Background: an optimization exercise with open tools, aiming at small area, a short achievable clock period and few clock cycles per item. Do not read the settings as production practice.
Where RTL was checked, it was by simulation tests only, not by an equivalence proof against the original.
Power is estimated from default activity; no workload was simulated.

Setup of run A:
## mac_stream_seq
module mac_stream_seq (
  input  logic        clk,
  input  logic        rst,
  input  logic        in_valid,
  output logic        in_ready,
  input  logic [15:0] in_data,
  input  logic [15:0] in_weight,
  input  logic [15:0] bias,
  output logic        out_valid,
  input  logic        out_ready,
  output logic [15:0] out_res
);
For scale: ~1,000 cells after synthesis, roughly 160 flip-flops, roughly 70 I/O pins.
export LEC_CHECK = 0
export CAP_MARGIN = 20
export CORE_MARGIN = 2
export CORE_UTILIZATION = 40
export CTS_BUF_LIST = sky130_fd_sc_hd__clkbuf_4 sky130_fd_sc_hd__clkbuf_8
export CTS_CLUSTER_DIAMETER = 40
export CTS_CLUSTER_SIZE = 20
export SLEW_MARGIN = 20
create_clock -name core_clock -period 10.0 [get_ports {clk}]
standard.sh (not shown) runs the stock make flow with config.mk's settings and CLKGATE_MAP_FILE= SYNTH_SCRIPT=/design/flow/synth_recipe.tcl, a recipe that flattens the netlist after the stock synthesis.
==> flow/flow/run.sh <==
#!/bin/bash
# Standard synthesis, then the standard layout with: port buffers of a fixed small cell type,
# and repair_timing aiming below the clock period (a larger setup slack margin).
set -euo pipefail
bash standard.sh synth > synth.log 2>&1
bash standard.sh SETUP_SLACK_MARGIN=6.9 'BUFFER_PORTS_ARGS=-buffer_cell sky130_fd_sc_hd__buf_1' finish > layout.log 2>&1
Testbench counts of run A, summed over its fixed seeds: cycles 15,400, items 320.
Input-level comparison between run B and run A:
Settings: clearing CTS_CLUSTER_SIZE, which used to be 20; swapping 40 for 25 in CTS_CLUSTER_DIAMETER.
diff --git a/flow/flow/run.sh b/flow/flow/run.sh
--- a/flow/flow/run.sh
+++ b/flow/flow/run.sh
@@ -5,2 +5,2 @@
 bash standard.sh synth > synth.log 2>&1
-bash standard.sh SETUP_SLACK_MARGIN=6.9 'BUFFER_PORTS_ARGS=-buffer_cell sky130_fd_sc_hd__buf_1' finish > layout.log 2>&1
+bash standard.sh SETUP_SLACK_MARGIN=6.8 'BUFFER_PORTS_ARGS=-buffer_cell sky130_fd_sc_hd__buf_1' finish > layout.log 2>&1
Notes after the runs:
Run A and run B ended up with roughly the same combinational logic power. Run B: critical path depth higher than run A. On setup slack after layout: run B sits below run A. Run B reached the final stage; the timing, design-rule and antenna checks on its layout passed. Against run A, post-route worst hold slack in run B came out worse. Fraction of standard cell area that is sequential was higher in the run labelled run A.
--- input diff run B..run C ---
diff --git a/flow/flow/run.sh b/flow/flow/run.sh
--- a/flow/flow/run.sh
+++ b/flow/flow/run.sh
@@ -5,2 +5,2 @@
 bash standard.sh synth > synth.log 2>&1
-bash standard.sh SETUP_SLACK_MARGIN=6.8 'BUFFER_PORTS_ARGS=-buffer_cell sky130_fd_sc_hd__buf_1' finish > layout.log 2>&1
+bash standard.sh SETUP_SLACK_MARGIN=6.9 'BUFFER_PORTS_ARGS=-buffer_cell sky130_fd_sc_hd__buf_1' finish > layout.log 2>&1
### Flow results
For number of global-route vias before repair, run C and run B come out practically identical.
The met1 routed wirelength after detailed routing of run C exceeds that of run B by 1.4%.
On post-route minimum period, the lower figure sits with run C, not run B.
The final reports for run C and run B show post-layout instance area higher in the former.
Run B and run C ended up with roughly the same number of nets still failing antenna checks after routing.
Die width came out exactly the same in run C and run B.
Re number of well taps: no difference whatsoever between run B and run C.
Comparing run B with run C, the estimated wirelength of the detail-placed design came out essentially unchanged.
Diff run B -> run C | final critical-path setup slack | increase of 0.089 ns
Setup changes, run C to run D
diff --git a/flow/flow/run.sh b/flow/flow/run.sh
--- a/flow/flow/run.sh
+++ b/flow/flow/run.sh
@@ -5,2 +5,2 @@
 bash standard.sh synth > synth.log 2>&1
-bash standard.sh SETUP_SLACK_MARGIN=6.9 'BUFFER_PORTS_ARGS=-buffer_cell sky130_fd_sc_hd__buf_1' finish > layout.log 2>&1
+bash standard.sh SETUP_SLACK_MARGIN=7.0 'BUFFER_PORTS_ARGS=-buffer_cell sky130_fd_sc_hd__buf_1' finish > layout.log 2>&1
==> comparison <==
NOTE routed wire length per instance run C->run D increased slightly. First-pass GRT wire length went down by a few percent going from run C to run D. Going from run C to run D, peak clock frequency supported by timing grows by 0.85%. Between run D and run C, the difference in DRC violations left is negligible. Routed wire in run D totals more than in run C.

========
red:
Another version of the RTL of mac_stream_seq (not shown whole).
Size: roughly 990 cells after synthesis, ~160 flip-flops, roughly 70 I/O pins, about 11000 µm² of cells after synthesis.
export LEC_CHECK = 0
export CAP_MARGIN = 20
export CORE_MARGIN = 2
export CORE_UTILIZATION = 40
export CTS_BUF_LIST = sky130_fd_sc_hd__clkbuf_4 sky130_fd_sc_hd__clkbuf_8
export CTS_CLUSTER_DIAMETER = 25
export SLEW_MARGIN = 20
create_clock -name core_clock -period 10.0 [get_ports {clk}]
==> flow/flow/run.sh <==
#!/bin/bash
# Standard synthesis, then the standard layout with: port buffers of a fixed small cell type,
# and repair_timing aiming below the clock period (a larger setup slack margin).
set -euo pipefail
bash standard.sh synth > synth.log 2>&1
bash standard.sh SETUP_SLACK_MARGIN=6.9 'BUFFER_PORTS_ARGS=-buffer_cell sky130_fd_sc_hd__buf_1' finish > layout.log 2>&1
Testbench counts of red, summed over its fixed seeds: cycles 15,400, items 320.
> inputs changed (red -> blue)
- setting PLACE_DENSITY to 0.5 for the first time
Notes after the runs:
blue was carried through to the last stage, and its layout satisfied the timing, design-rule and antenna checks. On final critical path time including I/O delays and setup, blue does worse than red. blue against red: worst hold slack across all endpoints held steady; fraction of met2 tracks used by global routing grew by 2.5 points; switching power total grew by about 0.9%. In the flow results for red and blue, the maximum frequency is larger on red.
Relative to blue, the following input files were edited for green:
- PLACE_DENSITY removed (was 0.5)
diff --git a/flow/flow/run.sh b/flow/flow/run.sh
--- a/flow/flow/run.sh
+++ b/flow/flow/run.sh
@@ -6 +6 @@
-bash standard.sh SETUP_SLACK_MARGIN=6.9 'BUFFER_PORTS_ARGS=-buffer_cell sky130_fd_sc_hd__buf_1' finish > layout.log 2>&1
+bash standard.sh SETUP_SLACK_MARGIN=7.0 'BUFFER_PORTS_ARGS=-buffer_cell sky130_fd_sc_hd__buf_1' finish > layout.log 2>&1
==> comparison <==
Relative to blue, final period utilization has decreased by 0.16 points in green. The worst clock skew of blue and that of green are within noise of each other. [green vs blue] register-to-register slack: higher in green. green: final wirelength 340 µm below blue. Diff blue -> green: ratio of routed vias to standard cells up about 2%, combinational fraction of design power rose 1.0 points, wire length of the first global-routing pass saw a decrease. green ends up with higher switching share of power than blue does. In terms of final-layout worst hold slack, blue and green differ only marginally. Between green and blue, transition time of the tightest slew-check pin is lower for green, blue comes in above that. In terms of combinational gate power, blue and green differ only marginally.
The inputs of orange differ from those of green as listed below.
- setting GPL_ROUTABILITY_DRIVEN to 0 for the first time
diff --git a/flow/flow/run.sh b/flow/flow/run.sh
--- a/flow/flow/run.sh
+++ b/flow/flow/run.sh
@@ -6 +6 @@
-bash standard.sh SETUP_SLACK_MARGIN=7.0 'BUFFER_PORTS_ARGS=-buffer_cell sky130_fd_sc_hd__buf_1' finish > layout.log 2>&1
+bash standard.sh SETUP_SLACK_MARGIN=6.9 'BUFFER_PORTS_ARGS=-buffer_cell sky130_fd_sc_hd__buf_1' finish > layout.log 2>&1
[summary]
In orange, switching power share of the total is higher than in green.
orange — detailed router's first-iteration violation count about 10% higher, green as reference
Clock power ends up higher on green.
Combinational cell fraction of total power: orange vs green down 0.6 points
orange vs. green: routed wire length dropped about 4%, cell area dropped 2.9%, setup slack climbed 8.1 ps, minimum setup slack among reg-to-reg paths dropped 30 ps.
Inputs modified between orange and purple:
- a deleted GPL_ROUTABILITY_DRIVEN that had been 0
diff --git a/flow/flow/run.sh b/flow/flow/run.sh
--- a/flow/flow/run.sh
+++ b/flow/flow/run.sh
@@ -6 +6 @@
-bash standard.sh SETUP_SLACK_MARGIN=6.9 'BUFFER_PORTS_ARGS=-buffer_cell sky130_fd_sc_hd__buf_1' finish > layout.log 2>&1
+bash standard.sh SETUP_SLACK_MARGIN=6.8 'BUFFER_PORTS_ARGS=-buffer_cell sky130_fd_sc_hd__buf_1' finish > layout.log 2>&1
## What came out
- Lower clock buffer and inverter area fraction after layout among purple and orange: orange
- Reported for purple and orange, number of well-tap cells placed turned out identical to the last digit.
- Diff purple..orange | antenna cell count | unchanged
- purple ended with more detailed-routing iteration count for the pre-antenna-repair pass than orange.
- orange → purple: flip-flop and latch count ~0 delta, fmax went down by 0.0093 GHz, total via count after detailed routing fell by about 1.5%.
- The post-route cell area in purple sits about 0.4% below the value recorded for orange.
- In purple, the setup slack came out 85 ps below the value in orange.

========
mac_stream_seq, a different RTL version from the one above (not shown whole).
For scale: roughly 70 I/O pins, about 10000 µm² of cells after synthesis.
Design mac_stream_seq, start of the top module:
module mac_stream_seq (
  input  logic        clk,
  input  logic        rst,
  input  logic        in_valid,
  output logic        in_ready,
  input  logic [15:0] in_data,
  input  logic [15:0] in_weight,
  input  logic [15:0] bias,
  output logic        out_valid,
  input  logic        out_ready,
  output logic [15:0] out_res
);
Settings: LEC_CHECK=0, CAP_MARGIN=20, CORE_MARGIN=2, CORE_UTILIZATION=40, CTS_BUF_LIST=sky130_fd_sc_hd__clkbuf_4 sky130_fd_sc_hd__clkbuf_8, SLEW_MARGIN=20; clock period 10.0 ns.
==> flow/flow/run.sh <==
#!/bin/bash
# Standard synthesis, then the standard layout with: port buffers of a fixed small cell type,
# and repair_timing aiming below the clock period (a larger setup slack margin).
set -euo pipefail
bash standard.sh synth > synth.log 2>&1
bash standard.sh SETUP_SLACK_MARGIN=7.0 'BUFFER_PORTS_ARGS=-buffer_cell sky130_fd_sc_hd__buf_2' finish > layout.log 2>&1
Next try:
==> flow/flow/run.sh (replaced) <==
#!/bin/bash
# Standard synthesis, then the standard layout with: port buffers of a fixed small cell type,
# and repair_timing aiming below the clock period (a larger setup slack margin).
set -euo pipefail
bash standard.sh synth > synth.log 2>&1
bash standard.sh SETUP_SLACK_MARGIN=6.8 'BUFFER_PORTS_ARGS=-buffer_cell sky130_fd_sc_hd__buf_2' finish > layout.log 2>&1
The new run completed without violations; area after synthesis stays the same; count of clock-buffer cells in the layout fell by 1; routed wire length fell by 2.0%; utilization fell by 2.2 points; non-clock buffer count fell by 29; clock skew rose by 0.0080 ns; worst setup slack gains 0.024 ns; global-route usage fell by 0.36 points.
No run of this note included a check of the RTL's function; only the layout flow was run.

========
## job 4038
Another version of the RTL of mac_stream_seq (not shown whole).
For scale: roughly 980 cells after synthesis.
Settings: LEC_CHECK=0, CAP_MARGIN=20, CORE_MARGIN=2, CORE_UTILIZATION=40, CTS_BUF_LIST=sky130_fd_sc_hd__clkbuf_4 sky130_fd_sc_hd__clkbuf_8, CTS_CLUSTER_DIAMETER=25, SLEW_MARGIN=20; clock period 10.0 ns.
==> flow/flow/run.sh <==
#!/bin/bash
# Standard synthesis, then the standard layout with: port buffers of a fixed small cell type,
# and repair_timing aiming below the clock period (a larger setup slack margin).
set -euo pipefail
bash standard.sh synth > synth.log 2>&1
bash standard.sh SETUP_SLACK_MARGIN=6.9 'BUFFER_PORTS_ARGS=-buffer_cell sky130_fd_sc_hd__buf_1' finish > layout.log 2>&1
Testbench counts of job 4038, summed over its fixed seeds: cycles 15,400, items 320.
## Diff of input files: job 2918 against job 4038
-- flow/flow/run.sh --
<<< job 4038, line 6
bash standard.sh SETUP_SLACK_MARGIN=6.9 'BUFFER_PORTS_ARGS=-buffer_cell sky130_fd_sc_hd__buf_1' finish > layout.log 2>&1
>>> job 2918, line 6
bash standard.sh SETUP_SLACK_MARGIN=7.0 'BUFFER_PORTS_ARGS=-buffer_cell sky130_fd_sc_hd__buf_1' finish > layout.log 2>&1
Notes after the runs:
Across job 2918 and job 4038, the outcome is the same: a clean finish for every run. Startpoint of the worst setup timing path = two0_q[2]: job 4038; startpoint of the worst setup timing path = one0_q[0]: job 2918. Routed via count divided by cell count: job 2918 vs job 4038 — no meaningful difference. When job 2918 is measured against job 4038, its non-clock buffer count turns out 23 higher. Looking only at number of global-route vias before repair, and setting everything else aside, the lower value of job 2918 and job 4038 goes to job 4038. Between job 2918 and job 4038, it is job 2918 whose final period demand of the worst path is lower, by 0.037 ns. Between job 2918 and job 4038, it is job 2918 whose share of total power consumed by net switching is higher, by 0.32 points. In job 2918, the first-iteration DRC count came out 11 below the value in job 4038. On cell area, the lower figure sits with job 4038, not job 2918.
The inputs of job 344 differ from those of job 2918 as listed below.
-- flow/flow/run.sh --
<<< job 2918, line 6
bash standard.sh SETUP_SLACK_MARGIN=7.0 'BUFFER_PORTS_ARGS=-buffer_cell sky130_fd_sc_hd__buf_1' finish > layout.log 2>&1
>>> job 344, line 6
bash standard.sh SETUP_SLACK_MARGIN=6.8 'BUFFER_PORTS_ARGS=-buffer_cell sky130_fd_sc_hd__buf_1' finish > layout.log 2>&1
Notes after the runs:
- The run showing the smaller worst-margin pin slew is job 344.
- [job 344] area added between synthesis and finish fell 6.6 points relative to job 2918
- Fraction of the cycle the final worst path needs | job 344 above job 2918
- Share of final-layout standard cells stronger than drive strength 1 | job 344 below job 2918

========
Another version of the RTL of mac_stream_seq (not shown whole).
Size: roughly 160 flip-flops, about 70 I/O pins, about 10000 sq um of cells after synthesis.
Settings: LEC_CHECK=0, CAP_MARGIN=20, CORE_MARGIN=2, CORE_UTILIZATION=40, CTS_BUF_LIST=sky130_fd_sc_hd__clkbuf_4 sky130_fd_sc_hd__clkbuf_8, CTS_CLUSTER_DIAMETER=50, SLEW_MARGIN=20; clock period 10.0 ns.
==> flow/flow/run.sh <==
#!/bin/bash
# Standard synthesis, then the standard layout with: port buffers of a fixed small cell type,
# and repair_timing aiming below the clock period (a larger setup slack margin).
set -euo pipefail
bash standard.sh synth > synth.log 2>&1
bash standard.sh SETUP_SLACK_MARGIN=6.8 'BUFFER_PORTS_ARGS=-buffer_cell sky130_fd_sc_hd__buf_2' finish > layout.log 2>&1
==> next run, changes <==
--- a/flow/flow/run.sh
+++ b/flow/flow/run.sh
@@ -6 +6 @@
-bash standard.sh SETUP_SLACK_MARGIN=6.8 'BUFFER_PORTS_ARGS=-buffer_cell sky130_fd_sc_hd__buf_2' finish > layout.log 2>&1
+bash standard.sh SETUP_SLACK_MARGIN=7.0 'BUFFER_PORTS_ARGS=-buffer_cell sky130_fd_sc_hd__buf_2' finish > layout.log 2>&1
- CTS_CLUSTER_DIAMETER: 50 -> 25
After rerunning: Clock skew went up by 0.0051 ns; design area went up by a few percent; via count went up by a few percent; global-route usage went up by 0.99 points; total power went up by a few percent; wire length went up by a little under a tenth; sequential power is about the same; flip-flop and latch count stays the same.
==> next run, changes <==
--- a/flow/flow/run.sh
+++ b/flow/flow/run.sh
@@ -6 +6 @@
-bash standard.sh SETUP_SLACK_MARGIN=7.0 'BUFFER_PORTS_ARGS=-buffer_cell sky130_fd_sc_hd__buf_2' finish > layout.log 2>&1
+bash standard.sh SETUP_SLACK_MARGIN=6.8 'BUFFER_PORTS_ARGS=-buffer_cell sky130_fd_sc_hd__buf_1' finish > layout.log 2>&1
After rerunning: Combinational power fell by about 10%. Fmax fell by 3.2%. Synthesized cell count is unchanged.
==> next run, changes <==
--- a/flow/flow/run.sh
+++ b/flow/flow/run.sh
@@ -6 +6 @@
-bash standard.sh SETUP_SLACK_MARGIN=6.8 'BUFFER_PORTS_ARGS=-buffer_cell sky130_fd_sc_hd__buf_1' finish > layout.log 2>&1
+bash standard.sh SETUP_SLACK_MARGIN=6.8 'BUFFER_PORTS_ARGS=-buffer_cell sky130_fd_sc_hd__buf_2' finish > layout.log 2>&1
Sequential share of layout area goes down by 0.75 points.
Critical path depth decreases by 2.
Total power rises by a few percent.
Fmax grows by a few percent.
Sequential power hardly moves.
Global-route usage is about the same.
Worst setup slack gains 0.066 ns.
Routed wire length went up slightly.
First-iteration DRC count grows by about a fifth.
==> next run, changes <==
--- a/flow/flow/run.sh
+++ b/flow/flow/run.sh
@@ -6 +6 @@
-bash standard.sh SETUP_SLACK_MARGIN=6.8 'BUFFER_PORTS_ARGS=-buffer_cell sky130_fd_sc_hd__buf_2' finish > layout.log 2>&1
+bash standard.sh SETUP_SLACK_MARGIN=6.8 'BUFFER_PORTS_ARGS=-buffer_cell sky130_fd_sc_hd__buf_1' finish > layout.log 2>&1
- CORE_UTILIZATION: 40 -> 60
- PLACE_DENSITY: default -> 0.8
Synthesized area does not change; global-route usage came out higher by 7.0 points; clock-buffer cell count came out lower by 2.
==> next run, changes <==
- CORE_UTILIZATION: 60 -> 40
The new run ran to the end with no violations.
Final cell count rises by 8.4%.
Non-clock buffer count is lower by 5.
Design area grows by 1.1%.
No run of this note included a check of the RTL's function; only the layout flow was run.

[afterwards: timing with drivers on the ports]
No port has a modelled driver above. Below, the same layouts with a new extraction and two added sets of constraints. Step 1, drivers: a clkbuf_16 drives clk and a buf_2 each remaining input, both assumed. Step 2 times the ports against the registers' clock, not the clock port: input delays grow and output delays shrink by t, the midpoint of the rising clock arrivals with the driver on. Slacks: ideal ports / drivers / drivers and shift; pairs: ideal ports / drivers.
| run | t, ns | setup slack, ns | worst setup path after step 2 | worst slew at a driven data input, ns | pins driven straight from the clock port |
|---|---|---|---|---|---|
| run A | 0.501 | 6.997 / 6.957 / 6.668 | input to register | 0.03 | 1 |
| run B | 0.515 | 6.908 / 6.908 / 6.490 | input to register | 0.04 | 1 |
| run C | 0.501 | 6.997 / 6.957 / 6.668 | input to register | 0.03 | 1 |
| run D | 0.502 | 7.023 / 6.979 / 6.756 | input to register | 0.04 | 1 |
| red | 0.506 | 7.017 / 6.971 / 6.591 | input to register | 0.03 | 1 |
| blue | 0.507 | 6.993 / 6.955 / 6.536 | input to register | 0.04 | 1 |
| green | 0.502 | 7.009 / 6.967 / 6.611 | input to register | 0.04 | 1 |
| orange | 0.506 | 7.017 / 6.971 / 6.591 | input to register | 0.03 | 1 |
| purple | 0.500 | 6.932 / 6.932 / 6.579 | input to register | 0.04 | 1 |
| the first run of note 3 | 0.500 | 5.815 / 5.815 / 5.815 | register to register | 0.03 | 1 |
| the second run of note 3 | 0.497 | 5.839 / 5.839 / 5.839 | register to register | 0.03 | 1 |
| job 4038 | 0.500 | 6.963 / 6.963 / 6.682 | input to register | 0.03 | 1 |
| job 2918 | 0.487 | 7.000 / 6.965 / 6.686 | input to register | 0.04 | 1 |
| job 344 | 0.494 | 6.916 / 6.916 / 6.653 | input to register | 0.04 | 1 |
| the first run of note 5 | 0.502 | 6.927 / 6.899 / 6.572 | input to register | 0.05 | 1 |
| the second run of note 5 | 0.500 | 6.963 / 6.963 / 6.682 | input to register | 0.03 | 1 |
| the third run of note 5 | 0.504 | 6.861 / 6.861 / 6.559 | input to register | 0.05 | 1 |
| the fourth run of note 5 | 0.502 | 6.927 / 6.899 / 6.572 | input to register | 0.05 | 1 |
| the fifth run of note 5 | 0.502 | 6.855 / 6.855 / 6.553 | input to register | 0.03 | 1 |
| the sixth run of note 5 | 0.495 | 6.774 / 6.774 / 6.554 | input to register | 0.05 | 1 |
After both steps every run listed still meets setup and hold. For blue, which loses most, drivers alone change the setup slack by -0.038 ns; drivers and shift together by -0.457 ns.
